This is an optimization exercise on Yosys and OpenROAD, whose aim is small area, a short achievable clock period and few clock cycles, not a production implementation. The RTL was checked by simulation tests, not by an equivalence proof against the original design. No activity file was given, so power comes from the tool's default toggle rates.

## flow/run.sh

```bash
#!/bin/bash
# synth_recipe.tcl (not shown) runs the flow's synth.tcl, then flattens the netlist and writes it again
# the make line also repeats each setting of config.mk as NAME=value (left out here)
make -C /OpenROAD-flow-scripts/flow DESIGN_CONFIG=/design/flow/config.mk WORK_HOME=/design/flow/orfs CLKGATE_MAP_FILE= SYNTH_SCRIPT=/design/flow/synth_recipe.tcl finish
```

## flow/design.v

```verilog
package ccl_pkg;
    typedef struct packed {
        logic [5-1:0] row;
        logic [5-1:0] col;
    } pixel_pos_t;
    typedef struct packed {
        logic [$clog2(128)-1:0] byte_addr;
        logic [2:0]                        bit_sel;
    } pixel_loc_t;
    typedef union packed {
        pixel_pos_t pos;
        pixel_loc_t loc;
    } pixel_index_t;
    typedef enum logic [2:0] {
        DIR_LEFT_UP    = 3'd0,
        DIR_UP         = 3'd1,
        DIR_RIGHT_UP   = 3'd2,
        DIR_LEFT       = 3'd3,
        DIR_RIGHT      = 3'd4,
        DIR_LEFT_DOWN  = 3'd5,
        DIR_DOWN       = 3'd6,
        DIR_RIGHT_DOWN = 3'd7
    } dir_t;
    typedef logic [5-1:0] label_t;
endpackage
`timescale 1ns/1ps
module ccl_top (
    input  logic                              clk,
    input  logic                              reset,
    input  logic [7:0]                        rom_q,
    output logic [$clog2(128)-1:0] rom_a,
    output logic [$clog2(1024)-1:0]    sram_a,
    output logic [7:0]                        sram_d,
    output logic                              sram_wen,
    output logic                              finish
);
    logic m_p1, m_p2, m_fb, m_done;
    logic [6:0] tbl [0:127];
    logic [6:0] t_ra;
    logic [6:0] t_rd;        
    logic       tw_en;       
    logic [6:0] tw_a;
    logic [6:0] tw_d;
    logic       tw_en_n;
    logic [6:0] tw_a_n;
    logic [6:0] tw_d_n;
    always_ff @(posedge clk) begin
        t_rd <= tbl[t_ra];
        if (tw_en) tbl[tw_a] <= tw_d;
    end
    logic [6:0] lb [0:31];
    logic [4:0] lba_ra, lbb_ra, lb_wa;
    logic [6:0] lba_rd, lbb_rd, lb_wd;
    logic       lb_we;
    assign lba_rd = lb[lba_ra];
    assign lbb_rd = lb[lbb_ra];
    always_ff @(posedge clk) begin
        if (lb_we) lb[lb_wa] <= lb_wd;
    end
    logic [7:0]  rq;         
    assign rq = {rom_q[0], rom_q[1], rom_q[2], rom_q[3], rom_q[4], rom_q[5], rom_q[6], rom_q[7]};
    logic [31:0] cur, prev, nxt;
    logic [3:0]  nv;
    logic [5:0]  frow;       
    logic [2:0]  fk;         
    logic [5:0]  y;          
    logic        nxt_ready;
    logic        f_req, b_req;
    logic        q1_f, q1_b, q2_f, q2_b;
    logic [1:0]  q1_k, q2_k;
    assign nxt_ready = frow[5] || (nv == 4'hF);
    logic [7:0]  bnext;      
    logic [7:0]  bm;         
    logic [6:0]  bcur;
    logic [7:0]  bq;         
    logic [6:0]  bqa;
    logic        bq_v;
    logic        b_done;
    logic        b_wr;
    logic [2:0]  bnx;
    logic        b_single;
    assign b_req  = (m_p1 || m_p2) && !bnext[7] && !bq_v && !q1_b && !q2_b;
    assign f_req  = (m_p1 || m_p2) && !frow[5] && !fk[2] && !b_req;
    assign b_done = bnext[7] && !bq_v && !q1_b && !q2_b && (bm == 8'd0);
    always_comb begin
        bnx = 3'd0;
        for (int i = 7; i >= 0; i--) if (bm[i]) bnx = 3'(i);
    end
    assign b_single = ((bm & (bm - 8'd1)) == 8'd0);
    logic        xv;         
    logic [4:0]  xr;         
    logic [4:0]  la_r;       
    logic [4:0]  lr_r;       
    logic        fL, fUL, fU, fUR, fEvt, fUn;
    logic [31:0] rem;        
    logic [31:0] ohr, ohn;
    logic [31:0] pr, pn;
    always_comb begin
        pr[0] = 1'b0;
        pn[0] = 1'b0;
        for (int i = 1; i < 32; i++) begin
            pr[i] = pr[i-1] | rem[i-1];
            pn[i] = pn[i-1] | nxt[i-1];
        end
        ohr = rem & ~pr;
        ohn = nxt & ~pn;
    end
    function automatic [4:0] enc32(input [31:0] oh);
        enc32 = 5'd0;
        for (int i = 0; i < 32; i++) if (oh[i]) enc32 = enc32 | 5'(i);
    endfunction
    logic [4:0] xr_r, xm_r, xp_r, xr_n, xm_n, xp_n;
    logic       rL, rUL, rU, rUR, nL_, nUL_, nU_, nUR_;
    assign xr_r = enc32(ohr);
    assign xm_r = enc32(ohr >> 1);
    assign xp_r = enc32(ohr << 1);
    assign rL   = |(cur  & (ohr >> 1));
    assign rUL  = |(prev & (ohr >> 1));
    assign rU   = |(prev & ohr);
    assign rUR  = |(prev & (ohr << 1));
    assign xr_n = enc32(ohn);
    assign xm_n = enc32(ohn >> 1);
    assign xp_n = enc32(ohn << 1);
    assign nL_  = |(nxt & (ohn >> 1));
    assign nUL_ = |(cur & (ohn >> 1));
    assign nU_  = |(cur & ohn);
    assign nUR_ = |(cur & (ohn << 1));
    logic [6:0]  last;       
    logic [7:0]  ev;         
    logic        px_go;
    logic [6:0]  lab;
    logic [6:0]  ua_n;
    logic        sel_en;
    logic        adv;
    logic        overflow;
    logic [4:0]  f0, f1;
    logic [1:0]  fcnt;
    logic        pf_push, pf_pop;
    logic [4:0]  pf_val;
    typedef enum logic [2:0] {U_IDLE, U_AI, U_AC, U_BI, U_BC, U_LINK} ust_t;
    ust_t        ust;
    logic [6:0]  ua, ub;
    logic        u_req;
    assign overflow = m_p1 && xv && fEvt && ev[7];
    assign px_go    = xv && ((m_p1 && !(fUn && (ust != U_IDLE)) && !overflow) ||
                             (m_p2 && (!fEvt || (fcnt != 2'd0))));
    assign pf_pop   = m_p2 && xv && fEvt && (fcnt != 2'd0);
    always_comb begin
        if (fL)             lab = last;
        else if (fU || fUL) lab = lba_rd;
        else if (fUR)       lab = lbb_rd;
        else if (m_p1)      lab = ev[6:0];
        else                lab = {2'b00, f0};
    end
    assign ua_n  = fL ? last : lba_rd;
    assign u_req = m_p1 && px_go && fUn && (ua_n != lbb_rd);
    assign sel_en = !xv || px_go;
    assign adv    = sel_en && (rem == 32'd0) && nxt_ready && (y != 6'd32) && (m_p1 || m_p2);
    assign lba_ra = m_fb ? 5'd0 : la_r;
    assign lbb_ra = m_fb ? 5'd0 : lr_r;
    typedef enum logic [1:0] {R_I, R_C, R_P} rst_t;
    rst_t        rst;
    logic [7:0]  pfe;        
    logic [7:0]  ntot;       
    logic [6:0]  pp;
    logic [4:0]  rc;         
    logic        pf_space;
    assign pf_space = (fcnt != 2'd2) || pf_pop;
    assign pf_push  = m_p2 && pf_space &&
                      (((rst == R_C) && (t_rd == pfe[6:0])) || (rst == R_P));
    assign pf_val   = (rst == R_P) ? t_rd[4:0] : rc;
    typedef enum logic [2:0] {F_CLR, F_A, F_W, F_C, F_D} fst_t;
    typedef enum logic [1:0] {K_SEED, K_GROW, K_NBR} kind_t;
    fst_t        fst;
    kind_t       kind;
    logic [9:0]  fb_idx, seed, pix;
    logic [2:0]  dir;
    logic [4:0]  flab;
    logic        wrote;
    logic        fgb, visb;
    logic [4:0]  prow, pcol;
    logic signed [2:0] drow, dcol;
    logic [4:0]  nrow, ncol;
    logic        nin;
    logic        f_set;
    logic [6:0]  fb_lb;      
    assign prow = pix[9:5];
    assign pcol = pix[4:0];
    always_comb begin
        case (dir)
            3'd0: begin drow = -3'sd1; dcol = -3'sd1; end
            3'd1: begin drow = -3'sd1; dcol =  3'sd0; end
            3'd2: begin drow = -3'sd1; dcol =  3'sd1; end
            3'd3: begin drow =  3'sd0; dcol = -3'sd1; end
            3'd4: begin drow =  3'sd0; dcol =  3'sd1; end
            3'd5: begin drow =  3'sd1; dcol = -3'sd1; end
            3'd6: begin drow =  3'sd1; dcol =  3'sd0; end
            default: begin drow = 3'sd1; dcol = 3'sd1; end
        endcase
    end
    assign nrow = prow + {{2{drow[2]}}, drow};
    assign ncol = pcol + {{2{dcol[2]}}, dcol};
    assign nin  = !((drow == -3'sd1 && prow == 5'd0) || (drow == 3'sd1 && prow == 5'd31) ||
                    (dcol == -3'sd1 && pcol == 5'd0) || (dcol == 3'sd1 && pcol == 5'd31));
    assign fb_lb = lb[fb_idx[9:5]];
    assign f_set = m_fb && (fst == F_D) && (kind != K_GROW) && fgb && !visb;
    always_comb begin
        t_ra = t_rd;
        if (m_fb) begin
            t_ra = fb_idx[9:3];
        end else if (m_p2) begin
            case (rst)
                R_I:     t_ra = pfe[6:0];
                R_C:     t_ra = t_rd;
                default: t_ra = pp;
            endcase
        end else begin
            case (ust)
                U_AI:    t_ra = ua;
                U_BI:    t_ra = ub;
                default: t_ra = t_rd;
            endcase
        end
    end
    logic p1_evt_wr;
    assign p1_evt_wr = m_p1 && px_go && fEvt;
    always_comb begin
        tw_en_n = 1'b0;
        tw_a_n  = ev[6:0];
        tw_d_n  = ev[6:0];
        if (m_fb) begin
            if (fst == F_CLR) begin
                tw_en_n = (fb_idx[9:7] == 3'd0);
                tw_a_n  = fb_idx[6:0];
                tw_d_n  = 7'd0;
            end else begin
                tw_en_n = f_set && (fb_idx[2:0] != 3'd7);
                tw_a_n  = fb_idx[9:3];
                tw_d_n  = t_rd | (7'd1 << fb_idx[2:0]);
            end
        end else if (m_p2) begin
            tw_en_n = pf_push;
            tw_a_n  = pfe[6:0];
            tw_d_n  = {2'b00, pf_val};
        end else if (p1_evt_wr) begin
            tw_en_n = 1'b1;
        end else begin
            tw_en_n = (ust == U_LINK) && (ua != ub);
            tw_a_n  = (ua > ub) ? ua : ub;
            tw_d_n  = (ua > ub) ? ub : ua;
        end
    end
    always_comb begin
        lb_we = px_go;
        lb_wa = xr;
        lb_wd = lab;
        if (m_fb) begin
            if (fst == F_CLR) begin
                lb_we = (fb_idx[9:5] == 5'd0);
                lb_wa = fb_idx[4:0];
                lb_wd = 7'd0;
            end else begin
                lb_we = f_set && (fb_idx[2:0] == 3'd7);
                lb_wa = fb_idx[9:5];
                lb_wd = fb_lb | (7'd1 << fb_idx[4:3]);
            end
        end
    end
    logic [9:0] sa_n;
    logic [7:0] sd_n;
    logic       swen_n;
    assign b_wr = (m_p1 || m_p2) && (bm != 8'd0) && !(m_p2 && px_go);
    always_comb begin
        sa_n   = {y[4:0], xr};
        sd_n   = {3'b000, lab[4:0]};
        swen_n = 1'b1;
        if (m_fb) begin
            sa_n = fb_idx;
            if (fst == F_CLR) begin
                sd_n   = 8'h00;
                swen_n = 1'b0;
            end else begin
                sd_n   = {3'b000, (kind == K_SEED) ? flab + 5'd1 : flab};
                swen_n = !f_set;
            end
        end else if (m_p2 && px_go) begin
            swen_n = 1'b0;
        end else if (b_wr) begin
            sa_n   = {bcur, bnx};
            sd_n   = 8'h00;
            swen_n = 1'b0;
        end
    end
    logic sc_done;
    assign sc_done = !xv && (rem == 32'd0) && ((y == 6'd31) || (y == 6'd32));
    logic [9:0] fa_idx;
    always_comb begin
        case (kind)
            K_SEED:  fa_idx = seed;
            K_GROW:  fa_idx = pix;
            default: fa_idx = {nrow, ncol};
        endcase
    end
    always_ff @(posedge clk) begin
        if (q2_f) begin
            case (q2_k)
                2'd0:    nxt[7:0]   <= rq;
                2'd1:    nxt[15:8]  <= rq;
                2'd2:    nxt[23:16] <= rq;
                default: nxt[31:24] <= rq;
            endcase
        end
        if (q2_b) begin
            bq  <= ~rq;
            bqa <= bnext[6:0] - 7'd1;
        end
        tw_a <= tw_a_n;
        tw_d <= tw_d_n;
        if (u_req) begin
            ua <= ua_n;
            ub <= lbb_rd;
        end else if (ust == U_AC && t_rd != ua) begin
            ua <= t_rd;
        end else if (ust == U_BC && t_rd != ub) begin
            ub <= t_rd;
        end
        if (m_p2 && rst == R_C) pp <= t_rd;
    end
    always_ff @(posedge clk or posedge reset) begin
        if (reset) begin
            m_p1     <= 1'b1;
            m_p2     <= 1'b0;
            m_fb     <= 1'b0;
            m_done   <= 1'b0;
            tw_en    <= 1'b0;
            rom_a    <= '0;
            sram_a   <= '0;
            sram_d   <= '0;
            sram_wen <= 1'b1;
            finish   <= 1'b0;
            cur      <= '0;
            prev     <= '0;
            rem      <= '0;
            nv       <= '0;
            frow     <= '0;
            fk       <= '0;
            y        <= 6'd63;
            q1_f     <= 1'b0;
            q1_b     <= 1'b0;
            q2_f     <= 1'b0;
            q2_b     <= 1'b0;
            q1_k     <= '0;
            q2_k     <= '0;
            bnext    <= '0;
            bm       <= '0;
            bcur     <= '0;
            bq_v     <= 1'b0;
            xv       <= 1'b0;
            xr       <= '0;
            la_r     <= '0;
            lr_r     <= '0;
            fL       <= 1'b0;
            fUL      <= 1'b0;
            fU       <= 1'b0;
            fUR      <= 1'b0;
            fEvt     <= 1'b0;
            fUn      <= 1'b0;
            last     <= '0;
            ev       <= '0;
            ust      <= U_IDLE;
            rst      <= R_I;
            pfe      <= '0;
            ntot     <= '0;
            rc       <= 5'd1;
            f0       <= '0;
            f1       <= '0;
            fcnt     <= '0;
            fst      <= F_CLR;
            kind     <= K_SEED;
            fb_idx   <= '0;
            seed     <= '0;
            pix      <= '0;
            dir      <= '0;
            flab     <= '0;
            wrote    <= 1'b0;
            fgb      <= 1'b0;
            visb     <= 1'b0;
        end else begin
            tw_en    <= tw_en_n;
            sram_a   <= sa_n;
            sram_d   <= sd_n;
            sram_wen <= swen_n;
            q1_f <= f_req;
            q1_b <= b_req;
            q1_k <= fk[1:0];
            q2_f <= q1_f;
            q2_b <= q1_b;
            q2_k <= q1_k;
            if (b_req)      rom_a <= bnext[6:0];
            else if (f_req) rom_a <= {frow[4:0], fk[1:0]};
            if (f_req) fk <= fk + 3'd1;
            if (b_req) bnext <= bnext + 8'd1;
            if (q2_f) nv[q2_k] <= 1'b1;
            if (q2_b) bq_v <= 1'b1;
            if (b_wr) bm <= bm & (bm - 8'd1);
            if (bq_v && ((bm == 8'd0) || (b_wr && b_single))) begin
                bm   <= bq;
                bcur <= bqa;
                bq_v <= 1'b0;
            end
            if (px_go) last <= lab;
            if (sel_en) begin
                if (rem != 32'd0) begin
                    xv   <= 1'b1;
                    xr   <= xr_r;
                    la_r <= rU ? xr_r : xm_r;
                    lr_r <= xp_r;
                    fL   <= rL;
                    fUL  <= rUL;
                    fU   <= rU;
                    fUR  <= rUR;
                    fEvt <= !(rL || rUL || rU || rUR);
                    fUn  <= rUR && !rU && (rL || rUL);
                    rem  <= rem & ~ohr;
                end else if (adv) begin
                    prev <= cur;
                    cur  <= frow[5] ? 32'd0 : nxt;
                    rem  <= frow[5] ? 32'd0 : (nxt & ~ohn);
                    y    <= y + 6'd1;
                    nv   <= '0;
                    fk   <= '0;
                    frow <= frow[5] ? frow : frow + 6'd1;
                    xv   <= !frow[5] && (nxt != 32'd0);
                    xr   <= xr_n;
                    la_r <= nU_ ? xr_n : xm_n;
                    lr_r <= xp_n;
                    fL   <= nL_;
                    fUL  <= nUL_;
                    fU   <= nU_;
                    fUR  <= nUR_;
                    fEvt <= !(nL_ || nUL_ || nU_ || nUR_);
                    fUn  <= nUR_ && !nU_ && (nL_ || nUL_);
                end else begin
                    xv   <= 1'b0;
                end
            end
            if (p1_evt_wr) ev <= ev + 8'd1;
            case (ust)
                U_IDLE: if (u_req) ust <= U_AI;
                U_AI:   ust <= U_AC;
                U_AC:   if (t_rd == ua) ust <= U_BI;
                U_BI:   ust <= U_BC;
                U_BC:   if (t_rd == ub) ust <= U_LINK;
                default: if (!p1_evt_wr) ust <= U_IDLE;
            endcase
            if (m_p2) begin
                case (rst)
                    R_I: if (pfe != ntot) rst <= R_C;
                    R_C: begin
                        if (t_rd != pfe[6:0]) rst <= R_P;
                        else if (pf_space) rst <= R_I;
                    end
                    default: if (pf_space) rst <= R_I;
                endcase
                if (pf_push) begin
                    pfe <= pfe + 8'd1;
                    if (rst == R_C) rc <= rc + 5'd1;
                end
            end
            case ({pf_push, pf_pop})
                2'b10: begin
                    if (fcnt == 2'd0) f0 <= pf_val; else f1 <= pf_val;
                    fcnt <= fcnt + 2'd1;
                end
                2'b01: begin
                    f0   <= f1;
                    fcnt <= fcnt - 2'd1;
                end
                2'b11: begin
                    if (fcnt == 2'd1) f0 <= pf_val;
                    else begin f0 <= f1; f1 <= pf_val; end
                end
                default: ;
            endcase
            if (overflow) begin
                m_p1   <= 1'b0;
                m_fb   <= 1'b1;
                fst    <= F_CLR;
                fb_idx <= '0;
                xv     <= 1'b0;
            end else if (m_p1 && !xv && (y == 6'd32) && (ust == U_IDLE) && !tw_en) begin
                m_p1 <= 1'b0;
                m_p2 <= 1'b1;
                ntot <= ev;
                cur  <= '0;
                prev <= '0;
                rem  <= '0;
                y    <= 6'd63;
                nv   <= '0;
                fk   <= '0;
                frow <= '0;
            end else if (m_p2 && sc_done && b_done) begin
                m_p2   <= 1'b0;
                m_done <= 1'b1;
                finish <= 1'b1;
            end
            if (m_fb) begin
                case (fst)
                    F_CLR: begin
                        fb_idx <= fb_idx + 10'd1;
                        if (fb_idx == 10'd1023) begin
                            fst  <= F_A;
                            kind <= K_SEED;
                            seed <= '0;
                            flab <= '0;
                        end
                    end
                    F_A: begin
                        if (kind == K_NBR && !nin) begin
                            if (dir == 3'd7) begin
                                dir  <= '0;
                                kind <= K_GROW;
                                if (pix == 10'd1023) begin
                                    if (wrote) begin
                                        pix   <= '0;
                                        wrote <= 1'b0;
                                    end else begin
                                        kind  <= K_SEED;
                                    end
                                end else begin
                                    pix <= pix + 10'd1;
                                end
                            end else begin
                                dir <= dir + 3'd1;
                            end
                        end else begin
                            fb_idx <= fa_idx;
                            rom_a  <= fa_idx[9:3];
                            fst    <= F_W;
                        end
                    end
                    F_W: fst <= F_C;
                    F_C: begin
                        fgb  <= rq[fb_idx[2:0]];
                        visb <= (fb_idx[2:0] == 3'd7) ? fb_lb[fb_idx[4:3]] : t_rd[fb_idx[2:0]];
                        fst  <= F_D;
                    end
                    default: begin
                        fst <= F_A;
                        case (kind)
                            K_SEED: begin
                                if (fgb && !visb) begin
                                    flab  <= flab + 5'd1;
                                    kind  <= K_GROW;
                                    pix   <= '0;
                                    wrote <= 1'b0;
                                end else if (seed == 10'd1023) begin
                                    m_fb   <= 1'b0;
                                    m_done <= 1'b1;
                                    finish <= 1'b1;
                                end else begin
                                    seed <= seed + 10'd1;
                                end
                            end
                            K_GROW: begin
                                if (fgb && visb) begin
                                    kind <= K_NBR;
                                    dir  <= '0;
                                end else if (pix == 10'd1023) begin
                                    if (wrote) begin
                                        pix   <= '0;
                                        wrote <= 1'b0;
                                    end else begin
                                        kind  <= K_SEED;
                                    end
                                end else begin
                                    pix <= pix + 10'd1;
                                end
                            end
                            default: begin
                                if (f_set) wrote <= 1'b1;
                                if (dir == 3'd7) begin
                                    dir  <= '0;
                                    kind <= K_GROW;
                                    if (pix == 10'd1023) begin
                                        if (wrote || f_set) begin
                                            pix   <= '0;
                                            wrote <= 1'b0;
                                        end else begin
                                            kind  <= K_SEED;
                                        end
                                    end else begin
                                        pix <= pix + 10'd1;
                                    end
                                end else begin
                                    dir <= dir + 3'd1;
                                end
                            end
                        endcase
                    end
                endcase
            end
        end
    end
endmodule
```

## flow/config.mk

```make
export PLATFORM = sky130hd
export DESIGN_NAME = ccl_top
export DESIGN_NICKNAME = ccl_top
export VERILOG_FILES = /design/flow/design.v
export SDC_FILE = /design/flow/constraint.sdc
export NUM_CORES = 4
export LEC_CHECK = 0
export CAP_MARGIN = 20
export CORE_MARGIN = 2
export CORE_UTILIZATION = 40
export SETUP_SLACK_MARGIN = 5
export SLEW_MARGIN = 20
```

## flow/constraint.sdc

```tcl
create_clock -name core_clock -period 10.0 [get_ports {clk}]
set_input_delay 2.0000 -clock core_clock [delete_from_list [all_inputs] [get_ports {clk}]]
set_output_delay 2.0000 -clock core_clock [all_outputs]
set_load 0.01 [all_outputs]
```

==> implementation parameters <==
Parameter                              Value

Global routing
  Total global routing overflow ... 0
  Pin count of the biggest net entering global routing ... 159
  Antenna violations before repair ... 1
  Global routing met2 resource utilization ... 0.369
  Via count of the first global-routing pass ... 47300
  First-pass GRT wire length ... 323000 um
  Met1 usage in global routing ... 0.335
  Global route hottest layer ... met2
  Global Route Usage Sum ... 0.238
  Global Route met3 Usage ... 0.0428

Synthesis
  Area of the mapped netlist ... 70900 um2
  Cells after synthesis ... 5574
  Mapped Avg Cell Area ... 12.7 um2
  Sequential area share after synthesis ... 0.614
  Yosys warnings ... 1
  Synth Register Bits ... 1505
  Number of distinct library cells after synthesis ... 109
  Number of enable flip-flop cells after synthesis ... 1188
  Leading register cell type out of synthesis ... sky130_fd_sc_hd__edfxtp_1
  Async SR Flop Fraction ... 0.197

Setup path
  Worst reg2reg setup slack ... 5.19 ns
  Required time worst endpoint ... 10.69 ns
  End of the worst register-to-register path ... t_rd[4]$_DFF_P_
  Maximum fanout count along the critical path ... 129
  Arr. time, crit path ... 5.49 ns
  Critical path start-end classification ... reg2reg
  Reg-to-reg startpoint ... m_fb$_DFF_PP0_
  CP Capture Type ... register
  Kind of start point of the critical path ... register
  Logic depth of the worst register-to-register path ... 11

Worst hold path
  WHS Path Cells ... 0
  Worst hold start ... q1_k[0]$_DFF_PP0_
  Hold endpoint ... q2_k[0]$_DFF_PP0_
  Worst min-delay path category ... reg2reg

STA
  Portion of the clock cycle consumed by the worst path in the final layout ... 0.481
  Number of hold violations in the final report ... 0
  Final setup fails ... 0
  Slew Viols, Final ... 0
  Total Negative Setup Slacks ... 0 ns
  Time the worst path needs with I/O delays and setup ... 4.81 ns
  Relative max-transition margin ... 0.220
  Least-Margin Pin Slew ... 1.17 ns
  RSZ-0062 raised after global routing ... false
  Upper clock frequency limit ... 208 MHz
  Worst-case clock skew ... 0.0435 ns

Place
  Weighted congestion reported at the end of routability-driven placement ... 0.963
  HPWL Detailed ... 141000 um
  Total of buffers placed on input and output ports ... 33

Final layout
  Utilization after layout ... 0.448
  Fraction of layout cells with a size suffix above 1 ... 0.120
  Antenna diode instance count ... 0
  Layout overhead on the synthesized area ... 11.2%
  Nets@finish ... 5539

Floorplan
  Chip Height ... 425 um
  Boundary Pins ... 37
  Std-Cell Rows ... 154
  Starting density of the core ... 0.403
  Core area ... 176000 um2
  Die width ... 425 um
  Area enclosed by the die boundary ... 181000 um2

Clock tree
  H-Tree Depth ... 4
  Number of clock buffers inserted by TritonCTS ... 163
  Clock latency of the later-clocked register in the worst-skew pair ... 0.83 ns
  TritonCTS Sinks ... 1505
  Buffer cell driving the clock tree root ... sky130_fd_sc_hd__clkbuf_16
  Number of hold buffers added after CTS ... 0
  Max Buffers Root-to-Sink ... 3
  Clock slew seen by the registers of the worst setup and hold paths ... 0.06 ns
  Clock tree from TritonCTS ... done

Route
  Post-detailed-route count of antenna-violating nets ... 0
  # DRC ... 0
  Pre-antenna DRT Iters ... 8
  Total Wirelength ... 218000 um
  Wire length per cell ... 27.4 um
  Routed vias ... 49200
  DRC marker count from the first detailed-route iteration ... 5930
  Number of vias per cell after detailed routing ... 6.18

Power and ir drop
  Sw Share ... 0.208
  Power density relative to cell area ... 162 nW/um2
  Total internal power ... 10.1 mW
  Clk network pwr share ... 0.476
  Worst vdd rail ir drop ... 0.000185 V
  Standby leakage power ... 25.0 nW
  Combinational group share of total power ... 0.003
  Register share of total power ... 0.521
  Switching pwr ... 2.67 mW

Run status
  Status ... no timing/DRC/antenna violations

Job
  Number of maximum-capacitance constraint violations ... 0
==> synth_stat cells, types with 42 or more instances <==
cell type | instances | area (um2)
sky130_fd_sc_hd__mux2i_1 | 199 | 1990
sky130_fd_sc_hd__a31oi_1 | 43 | 269
sky130_fd_sc_hd__mux4_2 | 197 | 4440
sky130_fd_sc_hd__o2111ai_1 | 45 | 394
sky130_fd_sc_hd__edfxtp_1 | 1188 | 35700
sky130_fd_sc_hd__o21ai_0 | 200 | 1000
sky130_fd_sc_hd__ha_1 | 46 | 576
sky130_fd_sc_hd__buf_2 | 92 | 460
sky130_fd_sc_hd__a21oi_1 | 237 | 1190
sky130_fd_sc_hd__a22o_1 | 65 | 569
sky130_fd_sc_hd__dfrtp_1 | 287 | 7180
sky130_fd_sc_hd__a221oi_1 | 45 | 394
sky130_fd_sc_hd__nor2b_1 | 62 | 388
sky130_fd_sc_hd__inv_1 | 90 | 338
sky130_fd_sc_hd__nand3_1 | 190 | 951
sky130_fd_sc_hd__clkbuf_1 | 232 | 871
sky130_fd_sc_hd__xnor2_1 | 58 | 508
sky130_fd_sc_hd__nand4_1 | 42 | 263
sky130_fd_sc_hd__nand2_1 | 748 | 2810
sky130_fd_sc_hd__o211ai_1 | 51 | 383
sky130_fd_sc_hd__a22oi_1 | 50 | 375
sky130_fd_sc_hd__nor3_1 | 86 | 430
sky130_fd_sc_hd__nor2_1 | 379 | 1420
sky130_fd_sc_hd__o22ai_1 | 64 | 400
sky130_fd_sc_hd__a211oi_1 | 116 | 871
==> cell type report <==
class / instances / area [um2]
Clock inverter: 99 / 1150
Timing Repair Buffer: 131 / 1140
Inverter: 92 / 349
Fill cell: 15900 / 97200
Clock buffer: 203 / 4300
Sequential cell: 1505 / 43600
Tap cell: 2340 / 2930
Multi-Input combinational cell: 3588 / 25500
==> per-stage QoR <==
stage	instance area, um2	total power [mW]	worst slack (ns)	hold WS (ns)	std cells
2_1_floorplan	70900	6.83	4.08	0.331	5576
3_3_place_gp	73300	6.84	4.89	0.335	7647
3_5_place_dp	73300	6.84	4.85	0.343	7647
4_1_cts	78700	12.9	5.03	0.351	7949
5_1_grt	78900	13.2	5.02	0.354	7958
6_report	78900	12.8	5.19	0.348	7958
==> logic make-up (layout without fill, tap and decap cells) <==
family,count (synthesis),after routing,synth area share
xor gates and xnor gates,98,98,0.0121
adders and majority gates,49,49,0.00882
other,1,3,0.0000529
and+or+nand+nor,1780,1780,0.116
buffers and inverters,483,525,0.0306
DFF,1505,1505,0.614
muxes,440,440,0.0985
AOI/OAI and AO/OA,1218,1218,0.120
==> cells in the final DEF (no fill, tap or decap), drive strengths merged, types with 77 or more instances in the layout <==
cell	Yosys	layout
o21ai	202	202
mux4	201	201
inv	90	92
clkinv	2	77
dfrtp	287	287
nor3	88	88
mux2i	199	199
a211oi	118	118
nor2	380	380
nand3	190	190
edfxtp	1188	1188
clkbuf	234	204
buf	157	97
a21oi	237	237
nand2	748	748
==> worst max-delay path by stage <==
stage	slack, ns	start	to	cells past startpoint
floorplan	4.08	reset	bcur[0]$_DFFE_PP0P_	1
global placement	4.89	m_p2$_DFFE_PP0P_	t_rd[3]$_DFF_P_	13
detailed placement	4.85	rem[5]$_DFF_PP0_	rem[29]$_DFF_PP0_	10
CTS	5.03	m_fb$_DFF_PP0_	t_rd[0]$_DFF_P_	12
global route	5.02	m_fb$_DFF_PP0_	t_rd[4]$_DFF_P_	11
finish	5.19	m_fb$_DFF_PP0_	t_rd[4]$_DFF_P_	11
==> repair_timing <==
| action | CTS | global route |
|---|---|---|
| pin swaps | 0 | 1 |
| setup buffers | 0 | 8 |
| gates resized for setup | 4 | 8 |
| gates cloned | 0 | 0 |
| endpoints found under the setup margin | 57 | 97 |
==> layer usage <==
metal / part of all wire / wire (um)
met5: 0.000060 / 13
met4: 0.037 / 8150
met3: 0.086 / 18600
met2: 0.46 / 99900
met1: 0.42 / 91100
==> power groups by stage <==
stage	Combinational, mW	Sequential, mW	Clock (mW)
2_1_floorplan	0.0200	6.81	0
3_5_place_dp	0.0391	6.80	0
3_3_place_gp	0.0388	6.80	0
4_1_cts	0.0391	6.67	6.19
5_1_grt	0.0426	6.67	6.44
6_report	0.0369	6.68	6.10
==> state kept, by name (all words and copies together) (netlist names), 10 cells and up <==
name    count
tbl       896
lb        224
cur        32
nxt        32
prev       32
rem        32
fb_idx     10
pix        10
seed       10
sram_a     10
==> worst max-delay path, cell delays in order, from the launching register on <==
cell and delay (ns):
sky130_fd_sc_hd__dfrtp_4 0.64, sky130_fd_sc_hd__buf_6 0.40, sky130_fd_sc_hd__nor2_1 0.27, sky130_fd_sc_hd__and3_1 0.26, sky130_fd_sc_hd__o41ai_4 0.34, sky130_fd_sc_hd__buf_6 0.50, sky130_fd_sc_hd__buf_12 0.55, sky130_fd_sc_hd__mux4_2 0.60
sky130_fd_sc_hd__o2111ai_1 0.31, sky130_fd_sc_hd__o211ai_1 0.21, sky130_fd_sc_hd__nand2_1 0.24, sky130_fd_sc_hd__a211oi_1 0.08
Testbench counts, summed over its fixed seeds: cycles 33,969.

separate check: timing with driven ports:
In the flow no input, the clock included, has a driving cell. The finished layout below was timed again as built, in two steps.
Step 1, drivers: a clkbuf_16 drives clk and a buf_2 each remaining input, both assumed.
Step 2 also shifts input and output timing later by t, the mid clock arrival at the registers, as if the neighbouring blocks saw the same clock.
Three values: ideal, step 1, step 2; two values: the first two.
shift t [ns]: 0.883
slack for setup (ns): 5.193 / 5.193 / 5.193
worst setup path at the end: register to register
After both steps setup and hold are still met in this run. For this run, drivers alone change the setup slack by 0.000 ns; drivers and shift together by 0.000 ns.
